Source: an optimization exercise on an open RTL-to-GDS flow (aim: small area, a short achievable clock period and few clock cycles per item). Production flows keep margins and buffers that such runs may drop.
The RTL was checked by simulation tests, not by an equivalence proof against the original design.
Power figures rest on the tool's default switching activity, not on a simulated workload.

==> flow/design.v, too long to show whole: its modules and the start of the top module <==
// module cmult_rescale: 16 lines
// module cm_fa: 10 lines
// module cm_add: 9 lines
// module cm_ha: 9 lines
// module complex_mult_pipe: 3111 lines
module complex_mult_pipe
#(
  parameter int WL    = 16,
  parameter int ROUND = fft_pkg::ROUND_HALFUP,
  parameter int SAT   = fft_pkg::SAT_CLAMP
) (
  input  logic                 clk,
  input  logic                 rst,
  input  logic                 in_valid,
  output logic                 in_ready,
  input  logic signed [WL-1:0] a_r,
  input  logic signed [WL-1:0] a_i,
  input  logic signed [WL-1:0] b_r,
  input  logic signed [WL-1:0] b_i,
  input  logic                 conj_b,
  output logic                 out_valid,
  input  logic                 out_ready,
  output logic signed [WL-1:0] out_r,
  output logic signed [WL-1:0] out_i,
  output logic                 out_ovf
);
  // ...
==> flow/run.sh <==
#!/bin/bash
# synth_recipe.tcl (not shown) runs the flow's synth.tcl, then flattens the netlist and writes it again
# the make line also repeats each setting of config.mk as NAME=value (left out here)
make -C /OpenROAD-flow-scripts/flow DESIGN_CONFIG=/design/flow/config.mk WORK_HOME=/design/flow/orfs CLKGATE_MAP_FILE= SYNTH_SCRIPT=/design/flow/synth_recipe.tcl finish
==> flow/config.mk <==
export PLATFORM = sky130hd
export DESIGN_NAME = complex_mult_pipe
export DESIGN_NICKNAME = complex_mult_pipe
export VERILOG_FILES = /design/flow/design.v
export SDC_FILE = /design/flow/constraint.sdc
export NUM_CORES = 4
export LEC_CHECK = 0
export CAP_MARGIN = 5
export CORE_MARGIN = 2
export CORE_UTILIZATION = 55
export SETUP_SLACK_MARGIN = 4.8
export SLEW_MARGIN = 5
export SYNTH_HIERARCHICAL = 1
export SYNTH_MINIMUM_KEEP_SIZE = 0
==> flow/constraint.sdc <==
create_clock -name core_clock -period 8.0 [get_ports {clk}]
set_input_delay 1.6000 -clock core_clock [delete_from_list [all_inputs] [get_ports {clk}]]
set_output_delay 1.6000 -clock core_clock [all_outputs]
set_load 0.01 [all_outputs]
==> flow_metrics.py, run 1 <==
metrics = {
    "status": {
        "status": "finished clean",
    },
    "hold_path": {
        "whs_path_depth": 2,
        "hold_end": "vm",
    },
    "sta": {
        "max_freq_mhz": 310,
    },
    "global_routing": {
        "use_met2": 0.531,
        "grt_util_met1": 0.435,
        "grt_pass1_wl_um": 174000,
        "met3_usage": 0.0739,
        "globalRouteTotalUtil": 0.332,
    },
    "drt": {
        "wl_per_cell_um": 29.0,
        "drcViolationCount": 0,
    },
    "worst_setup_path": {
        "crit_path_end": "m_im_14_3",
        "r2r_end": "m_im_14_3",
        "r2r_start": "bi_one[1]",
        "r2r.worst_path.cells": 8,
        "rrSetupSlack_ns": 4.78,
        "crit_family": "adder cells",
    },
    "cells_and_area": {
        "clkCellAreaFrac": 0.0448,
        "fin_nets": 3733,
        "final_layout_size_suffix_gt1_frac": 0.137,
    },
    "cts": {
        "cts_max_path_buffers": 3,
        "cts_root_buffer": "clkbuf_16",
        "ctsResizeCount": 65,
    },
    "pwr": {
        "seqPwrFrac": 0.220,
    },
    "die": {
        "fp.dieH_um": 265,
        "start_util": 0.556,
    },
    "placement": {
        "numPortBuffers": 103,
    },
}
Testbench counts, summed over its fixed seeds: cycles 4,128, items 4,096.
==> run 2, diff against run 1 <==
--- a/flow/design.v
+++ b/flow/design.v
@@ -103,42 +103,41 @@
       vt  <= vt_n;
       qv  <= qv_n;
       rdy  <= out_ready ? rdy_take : rdy_keep;
       nrdy <= out_ready ? ~rdy_take : ~rdy_keep;
     end
   end
   logic [15:0] r_ar, r_ai;
   logic [7:0]  br_one, br_two, br_neg, bi_one, bi_two, bi_nre, bi_nim;
-  logic [7:0]  e_br_one, e_br_two, e_br_neg, e_bi_one, e_bi_two, e_bi_nre, e_bi_nim;
+  logic [7:0]  e_br_one, e_br_two, e_br_neg, e_bi_one, e_bi_two, e_bi_nre;
   logic [16:0] x_br, x_bi;
   assign x_br = {b_r, 1'b0};
   assign x_bi = {b_i, 1'b0};
   always_comb begin
     for (int k = 0; k < 8; k++) begin
       e_br_one[k] = x_br[2*k+1] ^ x_br[2*k];
       e_br_two[k] = (x_br[2*k+2] & ~x_br[2*k+1] & ~x_br[2*k]) | (~x_br[2*k+2] & x_br[2*k+1] & x_br[2*k]);
       e_br_neg[k] = x_br[2*k+2];
       e_bi_one[k] = x_bi[2*k+1] ^ x_bi[2*k];
       e_bi_two[k] = (x_bi[2*k+2] & ~x_bi[2*k+1] & ~x_bi[2*k]) | (~x_bi[2*k+2] & x_bi[2*k+1] & x_bi[2*k]);
       e_bi_nre[k] = x_bi[2*k+2] ^ ~conj_b;
-      e_bi_nim[k] = x_bi[2*k+2] ^ conj_b;
     end
   end
+  assign bi_nim = ~bi_nre;
   always_ff @(posedge clk) begin
     if (~nrdy) begin
       r_ar   <= a_r;
       r_ai   <= a_i;
       br_one <= e_br_one;
       br_two <= e_br_two;
       br_neg <= e_br_neg;
       bi_one <= e_bi_one;
       bi_two <= e_bi_two;
       bi_nre <= e_bi_nre;
-      bi_nim <= e_bi_nim;
     end
   end
   logic pp1;
   assign pp1 = (((br_one[0] & r_ar[0])) ^ br_neg[0]);
   logic pp2;
   assign pp2 = (((br_one[0] & r_ar[1]) | (br_two[0] & r_ar[0])) ^ br_neg[0]);
   logic pp3;
   assign pp3 = (((br_one[0] & r_ar[2]) | (br_two[0] & r_ar[1])) ^ br_neg[0]);
==> flow/config.mk (replaced) <==
export PLATFORM = sky130hd
export DESIGN_NAME = complex_mult_pipe
export DESIGN_NICKNAME = complex_mult_pipe
export VERILOG_FILES = /design/flow/design.v
export SDC_FILE = /design/flow/constraint.sdc
export NUM_CORES = 4
export LEC_CHECK = 0
export CAP_MARGIN = 5
export CORE_MARGIN = 2
export CORE_UTILIZATION = 65
export SETUP_SLACK_MARGIN = 4.8
export SLEW_MARGIN = 5
export SYNTH_HIERARCHICAL = 1
export SYNTH_MINIMUM_KEEP_SIZE = 0
==> flow_metrics.py, run 2 <==
metrics = {
    "pwr": {
        "power_density_nw_per_um2": 477,
        "p_comb_frac": 0.660,
        "power_uw": 19400,
        "clockPowerShare": 0.117,
        "p_leak_uw": 0.0149,
        "ir_drop_uv": 581,
        "seqPwrFrac": 0.223,
        "p_switching_uw": 8540,
        "p_int_uw": 10800,
        "power.share.switching": 0.441,
    },
    "cells_and_area": {
        "instances_no_fill": 3851,
        "final_cell_mix": "xnor2_1 (566), fa_1 (469), a22oi_1 (461)",
        "areaGrowthSynthToFinish_pct": 9.20,
        "layout_commonest_cell": "xnor2_1",
        "fin_nets": 3717,
        "final_layout_size_suffix_gt1_frac": 0.130,
        "num_antenna_cells": 0,
        "final_cell_area_um2": 40600,
    },
    "cts": {
        "htree_levels": 2,
        "cts_max_path_buffers": 3,
        "cts.clk_slew.worst_paths_ns": 0.06,
        "cts_root_buffer": "clkbuf_16",
        "clkLatencyLatePin_ns": 0.61,
        "cts_buffers": 48,
        "cts_tree": "done",
        "clock_sinks": 439,
    },
    "status": {
        "status": "finished clean",
    },
    "hold_path": {
        "holdCritPathClass": "register to register",
    },
    "sta": {
        "finalSetupTns_ns": 0,
        "setup_ws_ns": 4.78,
        "skew_ns": 0.0231,
        "setup_violations": 0,
        "period_needed_ns": 3.22,
        "rsz0062_at_grt": "true",
        "hold_violations": 0,
        "period_share": 0.403,
        "tightest_slew_ns": 0.868,
        "maxSlewViolCount": 0,
        "relSlewSlack": 0.421,
        "max_freq_mhz": 310,
    },
    "die": {
        "die_area_um2": 59100,
        "start_util": 0.658,
        "chipWidth_um": 243,
        "coreArea_um2": 56500,
        "rows": 87,
        "fp.dieH_um": 243,
        "io_pins": 104,
    },
    "drt": {
        "routed_wl_um": 107000,
        "postRouteAntennaNets": 0,
        "wl_per_cell_um": 27.8,
        "route.met3.wl_um": 12700,
        "firstDrtPassIters": 6,
        "drcViolationCount": 0,
        "top_layer": "met5",
        "m1WireLength_um": 39200,
        "dr_wl_met2_um": 49100,
        "num_vias": 26095,
        "drt_iter0_markers": 3503,
        "via_per_inst": 6.78,
    },
    "worst_setup_path": {
        "worstPathArrival_ns": 3.69,
        "worstSetupEndpointType": "register",
        "path_class": "register to register",
        "path_max_fanout": 18,
        "cp-start-kind": "register",
        "cp.required_ns": 8.47,
    },
    "placement": {
        "dp.cells": 3720,
        "dp_slack_ns": 4.06,
        "dpl_cell_area_um2": 37800,
        "place.gp.congestion": 0.914,
        "numPortBuffers": 103,
        "dp.final_hpwl_um": 66800,
    },
    "yosys": {
        "ys_warn_count": 7,
        "synth_cells": 3054,
        "syn_area_um2": 37200,
        "syn_avg_cell_area_um2": 12.2,
    },
    "global_routing": {
        "grt_pass1_wl_um": 164000,
        "globalRouteTotalUtil": 0.364,
        "first_global_vias": 28004,
        "antenna_found_initial": 3,
        "overflow": 0,
        "grt_max_degree": 72,
    },
    "job": {
        "maxCapViolCount": 0,
    },
}
-- run 2: critical path, stage by stage, from the launching register on --
cell      delay, ns
edfxtp_1       0.51
buf_6          0.24
a22oi_1        0.25
xnor2_1        0.14
fa_1           0.56
fa_1           0.51
fa_1           0.42
fa_1           0.44
-- run 2: layer usage --
| metal | GRT usage | vias to the layer above |
|---|---|---|
| met5 | 0 | - |
| met4 | 0.189 | 8 |
| met3 | 0.0909 | 519 |
| met2 | 0.580 | 1966 |
| met1 | 0.463 | 12906 |
| li1 | - | 10696 |
-- run 2: power by group through the flow --
stage,registers (uW),clock network [uW],logic (uW)
6_report,4320,2270,12800
5_1_grt,4420,2410,14200
4_1_cts,4320,2310,12400
3_5_place_dp,4380,0,12200
3_3_place_gp,4340,0,11800
2_1_floorplan,4230,0,8960
-- run 2: layout make-up --
class	count	area (um2)
inverters	43	223
multi-input cells	2297	24300
flip-flops and latches	439	10900
fillers	3915	15900
repair buffers	227	2580
well taps	756	946
clock inverters	24	293
clock buffers	65	1320
-- run 2: worst paths after layout --
check           from   endpoint  slack, ns  cells after the start
max          r_ar[9]  m_im_11_2       4.78                      7
min               v1         vm       0.51                      2
max reg2reg  r_ar[9]  m_im_11_2       4.78                      7
min reg2reg       v1         vm       0.51                      2
-- run 2: stage by stage --
stage | utilization | hold WS (ns)
floorplan | - | 0.482
CTS | 0.706 | 0.519
global placement | 0.669 | 0.500
global route | 0.719 | 0.534
detailed placement | 0.669 | 0.511
finish | 0.719 | 0.514
-- run 2: what timing repair did --
item	CTS	global route
hold buffers	0	0
setup buffers	24	15
gates resized for setup	48	161
gates cloned	0	3
endpoints found under the setup margin	160	82
pin swaps	0	23
Testbench counts of run 2, summed over its fixed seeds: cycles 4,128, items 4,096.
==> run 3, diff against run 2 <==
--- a/flow/config.mk
+++ b/flow/config.mk
@@ -7,8 +7,8 @@
 export LEC_CHECK = 0
 export CAP_MARGIN = 5
 export CORE_MARGIN = 2
-export CORE_UTILIZATION = 65
-export SETUP_SLACK_MARGIN = 4.8
+export CORE_UTILIZATION = 55
+export SETUP_SLACK_MARGIN = 4.7
 export SLEW_MARGIN = 5
 export SYNTH_HIERARCHICAL = 1
 export SYNTH_MINIMUM_KEEP_SIZE = 0
==> flow_metrics.py, run 3 <==
metrics = {
    "worst_setup_path": {
        "path_max_fanout": 32,
        "worstSetupEndpointType": "register",
        "path_class": "register to register",
        "worstPathArrival_ns": 3.76,
        "r2r_end": "m_im_11_2",
        "rrSetupSlack_ns": 4.72,
        "cp.required_ns": 8.48,
        "r2r.worst_path.cells": 7,
        "cp-start-kind": "register",
        "r2r_start": "r_ai[10]",
    },
    "cts": {
        "cts_buffers": 51,
        "cts_max_path_buffers": 3,
        "clkLatencyLatePin_ns": 0.61,
        "htree_levels": 2,
        "holdBufCountCts": 0,
        "clock_sinks": 439,
        "cts_tree": "done",
        "cts_root_buffer": "clkbuf_16",
        "cts.clk_slew.worst_paths_ns": 0.06,
    },
    "cells_and_area": {
        "fin_nets": 3706,
        "final_cell_mix": "xnor2_1 (571), a22oi_1 (479), fa_1 (474)",
        "utilization": 0.600,
        "final_layout_size_suffix_gt1_frac": 0.119,
        "layout_commonest_cell": "xnor2_1",
        "multi_input_area_um2": 24200,
        "areaGrowthSynthToFinish_pct": 8.27,
        "instances_no_fill": 3960,
        "fillCellCount": 5411,
        "num_antenna_cells": 0,
        "register_area_um2": 10900,
    },
    "yosys": {
        "syn_area_um2": 37200,
        "ys_warn_count": 7,
        "synth_cells": 3054,
        "syn_avg_cell_area_um2": 12.2,
    },
    "drt": {
        "wl_per_cell_um": 27.9,
        "num_vias": 25602,
        "firstDrtPassIters": 6,
        "postRouteAntennaNets": 0,
        "drt_iter0_markers": 2577,
        "drcViolationCount": 0,
        "routed_wl_um": 111000,
        "via_per_inst": 6.47,
    },
    "sta": {
        "max_freq_mhz": 305,
        "relSlewSlack": 0.388,
        "hold_violations": 0,
        "setup_violations": 0,
        "period_share": 0.410,
        "setup_ws_ns": 4.72,
        "rsz0062_at_grt": "true",
        "maxSlewViolCount": 0,
        "period_needed_ns": 3.28,
        "skew_ns": 0.0198,
        "tightest_slew_ns": 0.919,
        "finalSetupTns_ns": 0,
    },
    "placement": {
        "dp_slack_ns": 4.10,
        "numPortBuffers": 103,
        "dp.final_hpwl_um": 70300,
        "place.gp.congestion": 0.873,
        "dp.cells": 3839,
    },
    "global_routing": {
        "first_global_vias": 27983,
        "met3_usage": 0.0616,
        "globalRouteTotalUtil": 0.321,
        "grt_max_degree": 74,
        "grt_util_met1": 0.421,
        "use_met2": 0.519,
        "antenna_found_initial": 1,
        "grt_pass1_wl_um": 170000,
        "overflow": 0,
        "grt_most_used_layer": "met2",
    },
    "die": {
        "start_util": 0.555,
        "rows": 95,
        "die_area_um2": 69700,
        "io_pins": 104,
        "coreArea_um2": 67000,
        "fp.dieH_um": 264,
        "chipWidth_um": 264,
    },
    "pwr": {
        "power_density_nw_per_um2": 476,
        "ir_drop_uv": 529,
        "p_leak_uw": 0.0147,
    },
    "hold_path": {
        "whs_path_depth": 2,
        "hold_end": "vm",
        "hp-start": "v1",
        "holdCritPathClass": "register to register",
    },
    "status": {
        "status": "finished clean",
    },
    "job": {
        "maxCapViolCount": 0,
    },
}
## run 3: cell type report
cell class                 instances  area share
tap                              873      0.0271
inverter                          43     0.00497
clock inverter                    35     0.00970
sequential                       439       0.271
multi-input combinational       2297       0.600
timing repair buffer             213      0.0534
clock buffer                      60      0.0331
## run 3: critical path: stages, from the launching register on
cell and delay (ns):
edfxtp_1 0.32, buf_4 0.47, a22oi_1 0.17, xnor2_1 0.19
fa_1 0.62, fa_1 0.46, fa_1 0.42, fa_1 0.43
## run 3: repair_timing
action,in CTS,in global routing
endpoints found under the setup margin,120,49
pin swaps,0,7
resized for setup,10,72
setup buffers,25,1
endpoints found under the hold margin,0,0
## run 3: layer usage
layer	share of wire	routed length [um]
met5	0.000072	8
met4	0.051	5620
met3	0.092	10200
met2	0.46	51100
met1	0.39	43700
## run 3: how the worst max path moves through the flow
stage	start	end	slack [ns]	cells after the start
after detailed placement	r_ar[13]	m_im_16_3	4.10	6
final	r_ai[10]	m_im_11_2	4.72	7
after floorplan	nrdy	nrdy	4.57	10
after global placement	r_ar[13]	m_re_15_3	4.11	6
after global routing	bi_one[6]	m_im_16_3	4.68	7
after CTS	br_neg[0]	m_re_14_3	4.69	6
## run 3: per-stage QoR
| step | power (uW) | hold slack [ns] | area [um2] |
|---|---|---|---|
| 2_1_floorplan | 13200 | 0.482 | 37300 |
| 3_3_place_gp | 16200 | 0.511 | 38000 |
| 6_report | 19200 | 0.516 | 40200 |
| 3_5_place_dp | 16600 | 0.512 | 38000 |
| 4_1_cts | 19100 | 0.516 | 40000 |
| 5_1_grt | 21000 | 0.552 | 40200 |
## run 3: where the power goes
group	total, uW	internal [uW]	switching [uW]
Clock	2380	1400	989
Combinational	12500	5550	6920
Sequential	4320	3790	523
Total	19200	10700	8430
==> run 4, diff against run 3 <==
--- a/flow/config.mk
+++ b/flow/config.mk
@@ -8,7 +8,7 @@
 export CAP_MARGIN = 5
 export CORE_MARGIN = 2
 export CORE_UTILIZATION = 55
-export SETUP_SLACK_MARGIN = 4.7
+export SETUP_SLACK_MARGIN = 4.9
 export SLEW_MARGIN = 5
 export SYNTH_HIERARCHICAL = 1
 export SYNTH_MINIMUM_KEEP_SIZE = 0
==> flow_metrics.py, run 4 <==
metrics = {
    "sta": {
        "finalSetupTns_ns": 0,
        "relSlewSlack": 0.387,
        "hold_violations": 0,
        "period_share": 0.406,
        "period_needed_ns": 3.25,
        "setup_violations": 0,
        "skew_ns": 0.0178,
        "tightest_slew_ns": 0.919,
        "max_freq_mhz": 308,
        "maxSlewViolCount": 0,
        "rsz0062_at_grt": "true",
        "hold-worst-slack_ns": 0.517,
    },
    "yosys": {
        "ys_warn_count": 7,
        "syn_area_um2": 37200,
        "synth_cells": 3054,
        "syn_avg_cell_area_um2": 12.2,
    },
    "cells_and_area": {
        "areaGrowthSynthToFinish_pct": 12.9,
        "num_antenna_cells": 0,
        "final_cell_area_um2": 42000,
        "final_layout_size_suffix_gt1_frac": 0.182,
        "final_cell_mix": "xnor2_1 (550), fa_1 (412), a22oi_1 (410)",
        "fin_nets": 3743,
        "layout_commonest_cell": "xnor2_1",
    },
    "placement": {
        "place.gp.congestion": 0.873,
        "dpl_cell_area_um2": 38000,
        "dp.final_hpwl_um": 70300,
        "numPortBuffers": 103,
    },
    "pwr": {
        "power_density_nw_per_um2": 469,
        "ir_drop_uv": 568,
        "p_leak_uw": 0.0154,
    },
    "cts": {
        "clock_sinks": 439,
        "htree_levels": 2,
        "cts_buffers": 51,
        "cts_tree": "done",
        "clkLatencyLatePin_ns": 0.62,
        "cts_max_path_buffers": 3,
        "cts_root_buffer": "clkbuf_16",
        "cts.clk_slew.worst_paths_ns": 0.07,
        "holdBufCountCts": 0,
    },
    "worst_setup_path": {
        "cp.required_ns": 8.50,
        "path_max_fanout": 32,
        "path_class": "register to register",
        "crit_family": "adder cells",
        "r2r.worst_path.cells": 7,
        "slowest_delay_ns": 0.60,
        "rrSetupSlack_ns": 4.75,
        "crit_slowest_cell": "fa_1",
        "cp_cell_sequence": "buf_8 -> a22oi_2 -> xnor2_2 -> fa_1 -> fa_1 -> fa_1 -> fa_2",
        "path_buf_inv": 1,
        "cp_common_cell": "fa_1",
        "worstPathArrival_ns": 3.75,
        "worstSetupEndpointType": "register",
        "cp_num_cells": 7,
        "cp-start-kind": "register",
    },
    "global_routing": {
        "grt_max_degree": 74,
        "antenna_found_initial": 2,
        "grt_pass1_wl_um": 172000,
        "first_global_vias": 28177,
        "overflow": 0,
        "globalRouteTotalUtil": 0.326,
    },
    "drt": {
        "firstDrtPassIters": 6,
        "via_per_inst": 6.47,
        "num_vias": 25869,
        "wl_per_cell_um": 28.4,
        "drt_iter0_markers": 2684,
        "routed_wl_um": 113000,
        "postRouteAntennaNets": 0,
        "drcViolationCount": 0,
    },
    "die": {
        "die_area_um2": 69700,
        "io_pins": 104,
        "start_util": 0.555,
        "fp.dieH_um": 264,
        "chipWidth_um": 264,
        "rows": 95,
        "coreArea_um2": 67000,
    },
    "status": {
        "status": "finished clean",
    },
    "job": {
        "maxCapViolCount": 0,
    },
    "hold_path": {
        "holdCritPathClass": "register to register",
        "whs_path_depth": 2,
    },
}
[run 4: layout make-up]
cell class / count / area, um2
Clock buffer: 60 / 1330
Clock inverter: 35 / 390
Fill cell: 5224 / 25100
Inverter: 43 / 223
Multi-Input combinational cell: 2297 / 24900
Sequential cell: 439 / 10900
Tap cell: 873 / 1090
Timing Repair Buffer: 250 / 3130
[run 4: layer usage]
| layer | share of wire | vias to the layer above | global-route usage | wire length, um |
|---|---|---|---|---|
| li1 | - | 10765 | - | - |
| met4 | 0.052 | 4 | 0.160 | 5850 |
| met1 | 0.39 | 13112 | 0.421 | 43800 |
| met2 | 0.46 | 1602 | 0.521 | 52600 |
| met3 | 0.099 | 386 | 0.0732 | 11300 |
| met5 | 0.00025 | - | 0 | 28 |
[run 4: worst min-delay path: cells and delay by family (launching register included)]
kind	cells	cell delay, ns
flops	1	0.34
simple gates	2	0.14
[run 4: per-stage QoR]
step	utilization	std cells	setup WS [ns]	power [uW]
after global routing	0.626	3997	4.67	21500
after CTS	0.610	3977	4.79	19400
after detailed placement	0.566	3839	4.10	16600
after floorplan	-	3080	4.57	13200
after global placement	0.566	3839	4.11	16200
final	0.626	3997	4.75	19700
[run 4: where the power goes]
part / total [uW] / switching, uW / internal, uW / leakage (uW)
Sequential: 4320 / 529 / 3800 / 0.00418
Combinational: 13000 / 7120 / 5870 / 0.0104
Clock: 2390 / 994 / 1400 / 0.000806
Total: 19700 / 8650 / 11100 / 0.0154
[run 4: path summary, 6_finish.rpt]
path,from,endpoint
hold / removal,v1,vm
setup reg to reg,bi_two[5],m_im_15_3
setup / recovery,bi_two[5],m_im_15_3
hold reg to reg,v1,vm
[run 4: timing repair]
| item | in CTS | in global routing |
|---|---|---|
| endpoints found under the setup margin | 169 | 128 |
| buffers inserted | 39 | 16 |
| pin swaps | 43 | 112 |
| cloned | 4 | 4 |
| gates resized for setup | 195 | 228 |
==> run 5, diff against run 4 <==
--- a/flow/config.mk
+++ b/flow/config.mk
@@ -8,7 +8,8 @@
 export CAP_MARGIN = 5
 export CORE_MARGIN = 2
 export CORE_UTILIZATION = 55
-export SETUP_SLACK_MARGIN = 4.9
+export PLACE_DENSITY = 0.75
+export SETUP_SLACK_MARGIN = 4.8
 export SLEW_MARGIN = 5
 export SYNTH_HIERARCHICAL = 1
 export SYNTH_MINIMUM_KEEP_SIZE = 0
==> flow_metrics.py, run 5 <==
metrics = {
    "pwr": {
        "ir_drop_uv": 313,
        "p_leak_uw": 0.0147,
        "power_density_nw_per_um2": 471,
    },
    "global_routing": {
        "grt_pass1_wl_um": 166000,
        "grt_most_used_layer": "met2",
        "first_global_vias": 28620,
        "use_met2": 0.483,
        "globalRouteTotalUtil": 0.311,
        "overflow": 0,
        "grt_util_met1": 0.389,
        "antenna_found_initial": 2,
        "met3_usage": 0.0900,
        "grt_max_degree": 78,
    },
    "cts": {
        "cts_tree": "done",
        "cts.clk_slew.worst_paths_ns": 0.06,
        "clock_sinks": 439,
        "cts_max_path_buffers": 3,
        "holdBufCountCts": 0,
        "cts_buffers": 50,
        "cts_root_buffer": "clkbuf_16",
        "clkLatencyLatePin_ns": 0.65,
        "htree_levels": 2,
    },
    "die": {
        "io_pins": 104,
        "die_area_um2": 69700,
        "start_util": 0.555,
        "coreArea_um2": 67000,
        "fp.dieH_um": 264,
        "rows": 95,
        "chipWidth_um": 264,
    },
    "drt": {
        "drt_iter0_markers": 3625,
        "routed_wl_um": 108000,
        "drcViolationCount": 0,
        "via_per_inst": 6.63,
        "wl_per_cell_um": 27.3,
        "num_vias": 26165,
        "postRouteAntennaNets": 0,
        "firstDrtPassIters": 8,
    },
    "worst_setup_path": {
        "path_max_fanout": 32,
        "worstSetupEndpointType": "register",
        "cp-start-kind": "register",
        "cp.required_ns": 8.46,
        "r2r_start": "r_ar[10]",
        "rrSetupSlack_ns": 4.81,
        "path_class": "register to register",
        "r2r.worst_path.cells": 7,
        "startpoint": "r_ar[10]",
        "worstPathArrival_ns": 3.65,
        "r2r_end": "m_im_15_3",
        "crit_path_end": "m_im_15_3",
    },
    "sta": {
        "maxSlewViolCount": 0,
        "max_freq_mhz": 314,
        "rsz0062_at_grt": "true",
        "tightest_slew_ns": 0.984,
        "period_needed_ns": 3.19,
        "finalSetupTns_ns": 0,
        "relSlewSlack": 0.344,
        "skew_ns": 0.0703,
        "setup_violations": 0,
        "setup_ws_ns": 4.81,
        "hold_violations": 0,
        "period_share": 0.398,
    },
    "yosys": {
        "synth_cells": 3054,
        "syn_avg_cell_area_um2": 12.2,
        "syn_area_um2": 37200,
        "ys_warn_count": 7,
    },
    "cells_and_area": {
        "num_antenna_cells": 0,
        "final_cell_area_um2": 40400,
        "final_layout_size_suffix_gt1_frac": 0.122,
        "final_cell_mix": "xnor2_1 (569), fa_1 (472), a22oi_1 (463)",
        "areaGrowthSynthToFinish_pct": 8.78,
        "instances_no_fill": 3947,
        "layout_commonest_cell": "xnor2_1",
        "fin_nets": 3694,
    },
    "placement": {
        "dp.final_hpwl_um": 65500,
        "dpl_cell_area_um2": 38000,
        "dp.cells": 3840,
        "dp_slack_ns": 4.03,
        "place.gp.congestion": 0.908,
        "numPortBuffers": 103,
    },
    "hold_path": {
        "hp-start": "vm",
        "holdCritPathClass": "register to register",
    },
    "status": {
        "status": "finished clean",
    },
    "job": {
        "maxCapViolCount": 0,
    },
}
==> run 5: how the worst min path moves through the flow <==
| stage | endpoint | depth (start not counted) |
|---|---|---|
| 2_1_floorplan | vt | 2 |
| 3_3_place_gp | vt | 2 |
| 3_5_place_dp | vt | 2 |
| 4_1_cts | vt | 2 |
| 5_1_grt | q1[32] | 1 |
| 6_report | vt | 2 |
==> run 5: repair_timing <==
action / CTS / global route
cloned: 0 / 0
pin swaps: 0 / 8
gates resized for setup: 61 / 142
endpoints found under the setup margin: 120 / 82
buffers inserted: 6 / 8
==> run 5: per-layer routing <==
layer | routed length (um) | part of all wire
met5 | 11 | 0.00010
met4 | 6510 | 0.060
met3 | 14100 | 0.13
met2 | 48300 | 0.45
met1 | 38800 | 0.36
==> run 5: power breakdown <==
part	internal, uW	switching [uW]	leakage [uW]	total, uW
logic	5590	6830	0.00972	12400
registers	3790	540	0.00418	4330
clock network	1290	995	0.000793	2290
==> run 5: metrics by stage <==
stage	utilization	total power, uW	hold slack [ns]
2_1_floorplan	-	13200	0.482
3_3_place_gp	0.567	15900	0.500
3_5_place_dp	0.567	16400	0.514
4_1_cts	0.596	18800	0.529
5_1_grt	0.603	20700	0.554
6_report	0.603	19000	0.524
==> run 5: area by class of cell <==
cell class / count / area (um2)
inverters: 43 / 213
fillers: 5154 / 26600
well taps: 873 / 1090
repair buffers: 202 / 2270
clock buffers: 67 / 1380
clock inverters: 26 / 289
multi-input cells: 2297 / 24300
flip-flops and latches: 439 / 10900
==> run 5: worst max-delay path: stages (launching register included) <==
cell and delay, ns:
edfxtp_1 0.39, buf_8 0.21, a22oi_1 0.27, xnor2_1 0.18
fa_1 0.47, fa_1 0.48, fa_1 0.52, fa_1 0.43
==> run 6, diff against run 5 <==
--- a/flow/config.mk
+++ b/flow/config.mk
@@ -8,7 +8,6 @@
 export CAP_MARGIN = 5
 export CORE_MARGIN = 2
 export CORE_UTILIZATION = 55
-export PLACE_DENSITY = 0.75
 export SETUP_SLACK_MARGIN = 4.8
 export SLEW_MARGIN = 5
 export SYNTH_HIERARCHICAL = 1
==> flow_metrics.py, run 6 <==
metrics = {
    "worst_setup_path": {
        "cp-start-kind": "register",
        "worstSetupEndpointType": "register",
        "path_class": "register to register",
        "path_max_fanout": 14,
        "worstPathArrival_ns": 3.70,
        "cp.required_ns": 8.49,
    },
    "cts": {
        "cts.clk_slew.worst_paths_ns": 0.07,
        "clock_sinks": 439,
        "cts_max_path_buffers": 3,
        "cts_buffers": 51,
        "cts_tree": "done",
        "clkLatencyLatePin_ns": 0.62,
        "holdBufCountCts": 0,
        "cts_root_buffer": "clkbuf_16",
        "htree_levels": 2,
    },
    "die": {
        "chipWidth_um": 264,
        "fp.dieH_um": 264,
        "die_area_um2": 69700,
        "start_util": 0.555,
        "coreArea_um2": 67000,
        "io_pins": 104,
        "rows": 95,
    },
    "sta": {
        "period_share": 0.400,
        "finalSetupTns_ns": 0,
        "setup_violations": 0,
        "skew_ns": 0.0184,
        "rsz0062_at_grt": "true",
        "tightest_slew_ns": 0.918,
        "max_freq_mhz": 312,
        "relSlewSlack": 0.388,
        "maxSlewViolCount": 0,
        "hold_violations": 0,
        "period_needed_ns": 3.20,
    },
    "cells_and_area": {
        "final_layout_size_suffix_gt1_frac": 0.133,
        "final_cell_mix": "xnor2_1 (566), fa_1 (463), a22oi_1 (460)",
        "final_cell_area_um2": 40700,
        "fin_nets": 3709,
        "areaGrowthSynthToFinish_pct": 9.51,
        "num_antenna_cells": 0,
        "layout_commonest_cell": "xnor2_1",
    },
    "global_routing": {
        "grt_max_degree": 74,
        "first_global_vias": 28055,
        "grt_pass1_wl_um": 170000,
        "antenna_found_initial": 1,
        "overflow": 0,
        "globalRouteTotalUtil": 0.322,
    },
    "yosys": {
        "ys_warn_count": 7,
        "synth_cells": 3054,
        "syn_area_um2": 37200,
        "syn_avg_cell_area_um2": 12.2,
    },
    "drt": {
        "drcViolationCount": 0,
        "via_per_inst": 6.45,
        "postRouteAntennaNets": 0,
        "drt_iter0_markers": 2550,
        "wl_per_cell_um": 28.0,
        "routed_wl_um": 111000,
        "num_vias": 25567,
        "firstDrtPassIters": 7,
    },
    "placement": {
        "dp.final_hpwl_um": 70300,
        "numPortBuffers": 103,
        "dpl_cell_area_um2": 38000,
        "place.gp.congestion": 0.873,
    },
    "job": {
        "maxCapViolCount": 0,
    },
    "pwr": {
        "power_density_nw_per_um2": 473,
        "p_leak_uw": 0.0148,
        "ir_drop_uv": 531,
    },
    "status": {
        "status": "finished clean",
    },
    "hold_path": {
        "holdCritPathClass": "register to register",
    },
}
[run 6: final cells by class]
| cell class | instances | area, um2 |
|---|---|---|
| Clock buffer | 60 | 1330 |
| Clock inverter | 35 | 390 |
| Fill cell | 5357 | 26300 |
| Inverter | 43 | 218 |
| Multi-Input combinational cell | 2297 | 24300 |
| Sequential cell | 439 | 10900 |
| Tap cell | 873 | 1090 |
| Timing Repair Buffer | 216 | 2420 |
[run 6: critical path: stages, from the launching register on]
cell and delay [ns]:
edfxtp_1 0.46, buf_4 0.26, a22oi_1 0.23, xnor2_1 0.18, fa_1 0.48, fa_1 0.51
fa_1 0.54, fa_1 0.41
[run 6: worst paths after layout]
path	to	start	slack, ns	depth (start not counted)
max	m_im_15_3	r_ar[10]	4.80	7
min	vm	v1	0.51	2
max reg2reg	m_im_15_3	r_ar[10]	4.80	7
min reg2reg	vm	v1	0.51	2
[run 6: power breakdown]
part	leakage, uW	switching [uW]	internal (uW)
clock network	0.000806	992	1400
logic	0.00982	6940	5620
registers	0.00418	529	3790
total	0.0148	8460	10800
[run 6: per-stage QoR]
stage | instances | hold WS, ns | total power (uW) | utilization | worst slack [ns]
3_3_place_gp | 3839 | 0.511 | 16200 | 0.566 | 4.11
5_1_grt | 3963 | 0.552 | 21100 | 0.607 | 4.74
4_1_cts | 3963 | 0.516 | 19200 | 0.601 | 4.78
6_report | 3963 | 0.513 | 19300 | 0.607 | 4.80
2_1_floorplan | 3080 | 0.482 | 13200 | - | 4.57
3_5_place_dp | 3839 | 0.512 | 16600 | 0.566 | 4.10
[run 6: timing repair]
action / 4_1_cts / 5_1_grt
cloned: 1 / 0
endpoints found under the hold margin: 0 / 0
endpoints found under the setup margin: 141 / 86
setup buffers: 28 / 0
gates resized for setup: 80 / 136
pin swaps: 6 / 21
[run 6: routing by layer]
layer	wire (um)	vias to the layer above	track usage
li1	-	10683	-
met1	43600	12972	0.420
met2	51800	1574	0.521
met3	10400	336	0.0654
met4	5170	2	0.147
met5	13	-	0

## port drivers added, routing unchanged
The flow's constraints put no driver on any port. The routed layouts listed below were extracted and timed again, unchanged, in two steps.
Step 1 assumes that a clkbuf_16 drives the clock port and a buf_2 every other input.
Step 2 also shifts input and output timing later by t, the mid clock arrival at the registers, as if the neighbouring blocks saw the same clock.
Three values: no drivers, after step 1, after step 2; two values: the first two.
run	t, ns	setup slack, ns	worst slew at a driven data input, ns
run 1	0.694	4.778 / 4.778 / 4.278	0.05
run 2	0.659	4.775 / 4.775 / 4.634	0.08
run 3	0.667	4.719 / 4.719 / 4.215	0.07
run 4	0.677	4.749 / 4.749 / 4.466	0.07
run 5	0.684	4.815 / 4.810 / 4.281	0.05
run 6	0.673	4.798 / 4.798 / 4.480	0.07
After both steps every run listed still meets setup and hold. The setup slack of run 5, which loses most, moves by -0.005 ns with the drivers and by -0.534 ns with both steps.
